From an optimization exercise on the open Yosys and OpenROAD flow, aimed at small area and few clock cycles per item; shortcuts taken in it are not production practice. The RTL was checked by simulation tests, not by an equivalence proof against the original design.

Setup of the reference run:
Design event_countdown_calc_core, start of the top module:
module event_countdown_calc_core (
  input  logic                   clk,
  input  logic                   rst_n,
  input  logic                   start,
  output logic                   busy,
  input  ecc_pkg::year_t         in_now_year,
  input  ecc_pkg::month_t        in_now_month,
  input  ecc_pkg::day_t          in_now_day,
  input  ecc_pkg::hour_t         in_now_hour,
  input  ecc_pkg::min_t          in_now_minute,
  input  ecc_pkg::sec_t          in_now_second,
  output logic                   out_valid,
  output ecc_pkg::days_t         out_days_left,
  output ecc_pkg::hour_t         out_hours_left,
  output ecc_pkg::min_t          out_minutes_left,
  output ecc_pkg::sec_t          out_seconds_left,
  output logic                   out_event_passed,
  input  logic                   cfg_valid,
  output logic                   cfg_ready,
  input  logic [ecc_pkg::CIDX_W-1:0] cfg_index,
  input  logic [ecc_pkg::CDAT_W-1:0] cfg_data
);
For scale: roughly 98 I/O pins, about 6700 sq um of cells after synthesis.
clock: 12.0 ns
lec_check: 0
abc_area: 1
cap_margin: 20
core_margin: 2
core_utilization: 65
cts_buf_list: sky130_fd_sc_hd__clkbuf_8
slew_margin: 20
synth_hierarchical: 1
synth_minimum_keep_size: 0
standard.sh (not shown) runs the stock make flow with config.mk's settings and CLKGATE_MAP_FILE= SYNTH_SCRIPT=/design/flow/synth_recipe.tcl, a recipe that flattens the netlist after the stock synthesis.
==> flow/flow/run.sh <==
#!/bin/bash
# The standard layout with two changes:
#  1. after the standard synthesis, the combinational logic between the
#     standard synthesis's registers and full adder cells is re-mapped by ABC
#     with an area script (reopt.ys, reopt.abc); registers, full adder cells,
#     ports and their names are kept as they are. If the re-mapped netlist
#     looks wrong (too few logic cells) the standard netlist is used as is;
#  2. the port buffers are plain sky130_fd_sc_hd__buf_1 cells
#     (buffer_ports -buffer_cell) instead of the delay cells buffer_ports
#     picks by default. Every port still gets a buffer.
set -euo pipefail
HERE=$(pwd)
PORTS="BUFFER_PORTS_ARGS=-buffer_cell sky130_fd_sc_hd__buf_1"
RES=$HERE/orfs/results/$FLOW_PLATFORM/event_countdown_calc_core/base
YOSYS=$FLOW_HOME/../tools/install/yosys/bin/yosys
bash standard.sh "$PORTS" "$RES/1_2_yosys.v" > standard_synth.log 2>&1
cp "$RES/1_2_yosys.v" "$HERE/standard_1_2_yosys.v"
sed -e "s#@LIB@#$FLOW_HOME/platforms/sky130hd/lib/sky130_fd_sc_hd__tt_025C_1v80.lib#g" \
    -e "s#@IN@#$HERE/standard_1_2_yosys.v#g" -e "s#@OUT@#$HERE/reopt_1_2_yosys.v#g" \
    -e "s#@ABC@#$HERE/flow/reopt.abc#g" -e "s#@TOP@#$FLOW_TOP#g" flow/reopt.ys > reopt_run.ys
# count the logic cells other than registers and full adders
logic_cells() { grep -E '^ *sky130_fd_sc_hd__' "$1" | grep -vcE 'sky130_fd_sc_hd__(dfxtp|fa)_' || true; }
if "$YOSYS" -l reopt_yosys.log -q reopt_run.ys > reopt_stdout.log 2>&1; then
  std=$(logic_cells "$HERE/standard_1_2_yosys.v")
  new=$(logic_cells "$HERE/reopt_1_2_yosys.v")
  echo "logic cells: standard $std, re-mapped $new" > reopt_check.log
  if (( new * 2 >= std )); then
    cp "$HERE/reopt_1_2_yosys.v" "$RES/1_2_yosys.v"
  else
    echo "re-mapped netlist refused, standard netlist kept" >> reopt_check.log
  fi
else
  echo "re-mapping failed, standard netlist kept" > reopt_check.log
fi
touch "$RES/1_2_yosys.v" "$RES/1_2_yosys.sdc"
bash standard.sh "$PORTS" finish > standard_flow.log 2>&1
Other scripts of this flow, unchanged in this note and not shown: flow/flow/reopt.abc, flow/flow/reopt.ys
Testbench counts of the reference run, summed over its fixed seeds: cycles 16,232, items 16,000.
Input changes introduced in the trial run (baseline for comparison: the reference run):
--- a/flow/design.v
+++ b/flow/design.v
@@ -87,15 +87,18 @@
   ecc_pkg::month_t ev_month_n;
   ecc_pkg::day_t   ev_day_n;
   ecc_pkg::hour_t  ev_hour_n;
   ecc_pkg::min_t   ev_minute_n;
   logic [15:0]     dy;
   logic [11:0]     k;
   logic [4:0]      nv;
-  logic            wr_r, wr2_r;
+  logic            wr_r;
+  ecc_pkg::year_t  ev_year_x;
+  ecc_pkg::month_t ev_month_x;
+  ecc_pkg::day_t   ev_day_x;
   logic [10:0]     pe_r;
   ecc_pkg::hour_t  t_hours;
   ecc_pkg::min_t   t_minutes;
   ecc_pkg::sec_t   t_seconds;
   logic [1:0]      t_carry2;
   logic            v_r;
   logic [15:0]     dy_r;
@@ -471,15 +474,15 @@
   logic k349_;
   logic o350_;
   logic k351_;
   logic o352_;
   logic k353_;
   logic o354_;
   logic bc355_;
-  assign busy      = wr_r || wr2_r;
+  assign busy      = cfg_valid || wr_r;
   assign cfg_ready = 1'b1;
   always_ff @(posedge clk) begin
     if (!rst_n) begin
       ev_year_n   <= ~ecc_pkg::RST_YEAR;
       ev_month_n  <= ~ecc_pkg::RST_MONTH;
       ev_day_n    <= ~ecc_pkg::RST_DAY;
       ev_hour_n   <= ~ecc_pkg::RST_HOUR;
@@ -491,14 +494,17 @@
         3'd2: ev_day_n    <= ~cfg_data[ecc_pkg::DAY_W-1:0];
         3'd3: ev_hour_n   <= ~cfg_data[ecc_pkg::HOUR_W-1:0];
         3'd4: ev_minute_n <= ~cfg_data[ecc_pkg::MIN_W-1:0];
         default: ;
       endcase
     end
   end
+  assign ev_year_x  = (cfg_valid && cfg_index == 3'd0) ? ~cfg_data : ev_year_n;
+  assign ev_month_x = (cfg_valid && cfg_index == 3'd1) ? ~cfg_data[ecc_pkg::MONTH_W-1:0] : ev_month_n;
+  assign ev_day_x   = (cfg_valid && cfg_index == 3'd2) ? ~cfg_data[ecc_pkg::DAY_W-1:0] : ev_day_n;
   assign s_split = ecc_pkg::sec_split(in_now_second);
   assign bs = s_split[7:6];
   assign t_seconds = s_split[5:0];
   ecc_fa u_s1_ (.a(in_now_minute[0]), .b(ev_minute_n[0]), .c(bs[0]), .s(s1_), .co(c2_));
   ecc_fa u_s3_ (.a(in_now_minute[1]), .b(ev_minute_n[1]), .c(bs[1]), .s(s3_), .co(c4_));
   ecc_fa u_s5_ (.a(c4_), .b(in_now_minute[2]), .c(ev_minute_n[2]), .s(s5_), .co(c6_));
   ecc_fa u_s7_ (.a(c6_), .b(in_now_minute[3]), .c(ev_minute_n[3]), .s(s7_), .co(c8_));
@@ -536,19 +542,19 @@
   assign th[2] = s37_;
   assign th[3] = s39_;
   assign th[4] = s41_;
   assign th[5] = s43_;
   assign th[6] = c44_;
   assign t_carry2 = (th <= 7'd8) ? 2'd0 : (th <= 7'd32) ? 2'd1 : (th <= 7'd56) ? 2'd2 : 2'd3;
   assign t_hours = 5'(~th[4:0] + {t_carry2[1], !t_carry2[0], 3'b001});
-  assign ys = busy ? ~ev_year_n : in_now_year;
-  assign ms = busy ? ~ev_month_n : in_now_month;
-  assign ds = busy ? ~ev_day_n : in_now_day;
+  assign ys = busy ? ~ev_year_x : in_now_year;
+  assign ms = busy ? ~ev_month_x : in_now_month;
+  assign ds = busy ? ~ev_day_x : in_now_day;
   assign pe_g = busy ? 11'd0 : pe_r;
-  assign nv_g = wr2_r ? nv_r : 5'd0;
+  assign nv_g = wr_r ? nv_r : 5'd0;
   assign ne = (ys[1:0] != 2'd0) || (ms > 4'd2);
   assign cn = ecc_pkg::cum_days(ms);
   assign n45_ = ~ne;
   ecc_fa u_s46_ (.a(ys[3]), .b(ys[6]), .c(n45_), .s(s46_), .co(c47_));
   ecc_fa u_s48_ (.a(ys[2]), .b(ys[4]), .c(ys[7]), .s(s48_), .co(c49_));
   ecc_fa u_s50_ (.a(ys[3]), .b(ys[5]), .c(ys[8]), .s(s50_), .co(c51_));
   ecc_fa u_s52_ (.a(ys[4]), .b(ys[6]), .c(ys[9]), .s(s52_), .co(c53_));
@@ -808,27 +814,25 @@
   assign out_days_left    = pas ? 20'd0 : sat ? 20'hFFFFF : ~x[19:0];
   assign out_hours_left   = pas ? 5'd0  : sat ? 5'd23     : hours_r;
   assign out_minutes_left = pas ? 6'd0  : sat ? 6'd59     : minutes_r;
   assign out_seconds_left = pas ? 6'd0  : sat ? 6'd59     : seconds_r;
   assign out_event_passed = pas;
   always_ff @(posedge clk) begin
     if (!rst_n) begin
-      v_r   <= 1'b0;
-      wr_r  <= 1'b0;
-      wr2_r <= 1'b0;
+      v_r  <= 1'b0;
+      wr_r <= 1'b0;
     end else begin
-      v_r   <= start && !busy;
-      wr_r  <= cfg_valid;
-      wr2_r <= wr_r;
+      v_r  <= start && !busy;
+      wr_r <= cfg_valid;
     end
   end
   always_ff @(posedge clk) begin
     if (!rst_n) begin
       pe_r <= ecc_pkg::RST_PE;
-    end else if (wr2_r) begin
+    end else if (wr_r) begin
       pe_r <= ~k[10:0];
     end
   end
   always_ff @(posedge clk) begin
     dy_r      <= dy;
     k_r       <= k;
     nv_r      <= nv;
[summary]
Wire: the trial run routes less than the reference run. Number of buffers and inverters on the critical path, the reference run and the trial run: smaller value in the trial run. For the iteration-0 DRC count of the detailed router, the trial run came in 37 lower than the reference run did. Global-route usage for the trial run: 0.18 points down relative to the reference run. Measured against each other, the reference run and the trial run differ in share of final-layout standard cells stronger than drive strength 1, the lower figure coming from the reference run. Total of clock buffers placed in the layout in the trial run is 1 below the reference run.
Testbench counts of the trial run, summed over its fixed seeds: cycles 16,200, items 16,000.

[port drivers added, routing unchanged]
The results above use ideal ports. As a check the final layouts listed here were re-extracted and re-timed, cells and wires unchanged. Step 1 sets driving cells, clkbuf_16 on the clock port and buf_2 on the other inputs (assumed; they add their load-dependent delay and slew). Step 2 also shifts input and output timing later by t, the mid clock arrival at the registers, as if the neighbouring blocks saw the same clock. a / b / c = no drivers / after step 1 / after step 2; a / b = the first two.
run	t, ns	setup slack, ns	worst hold slack (ns)
the reference run	0.403	1.307 / 1.273 / 1.677	0.466 / 0.466 / 0.466
the trial run	0.405	1.116 / 1.079 / 1.484	0.469 / 0.469 / 0.469
After both steps every run listed still meets setup and hold.
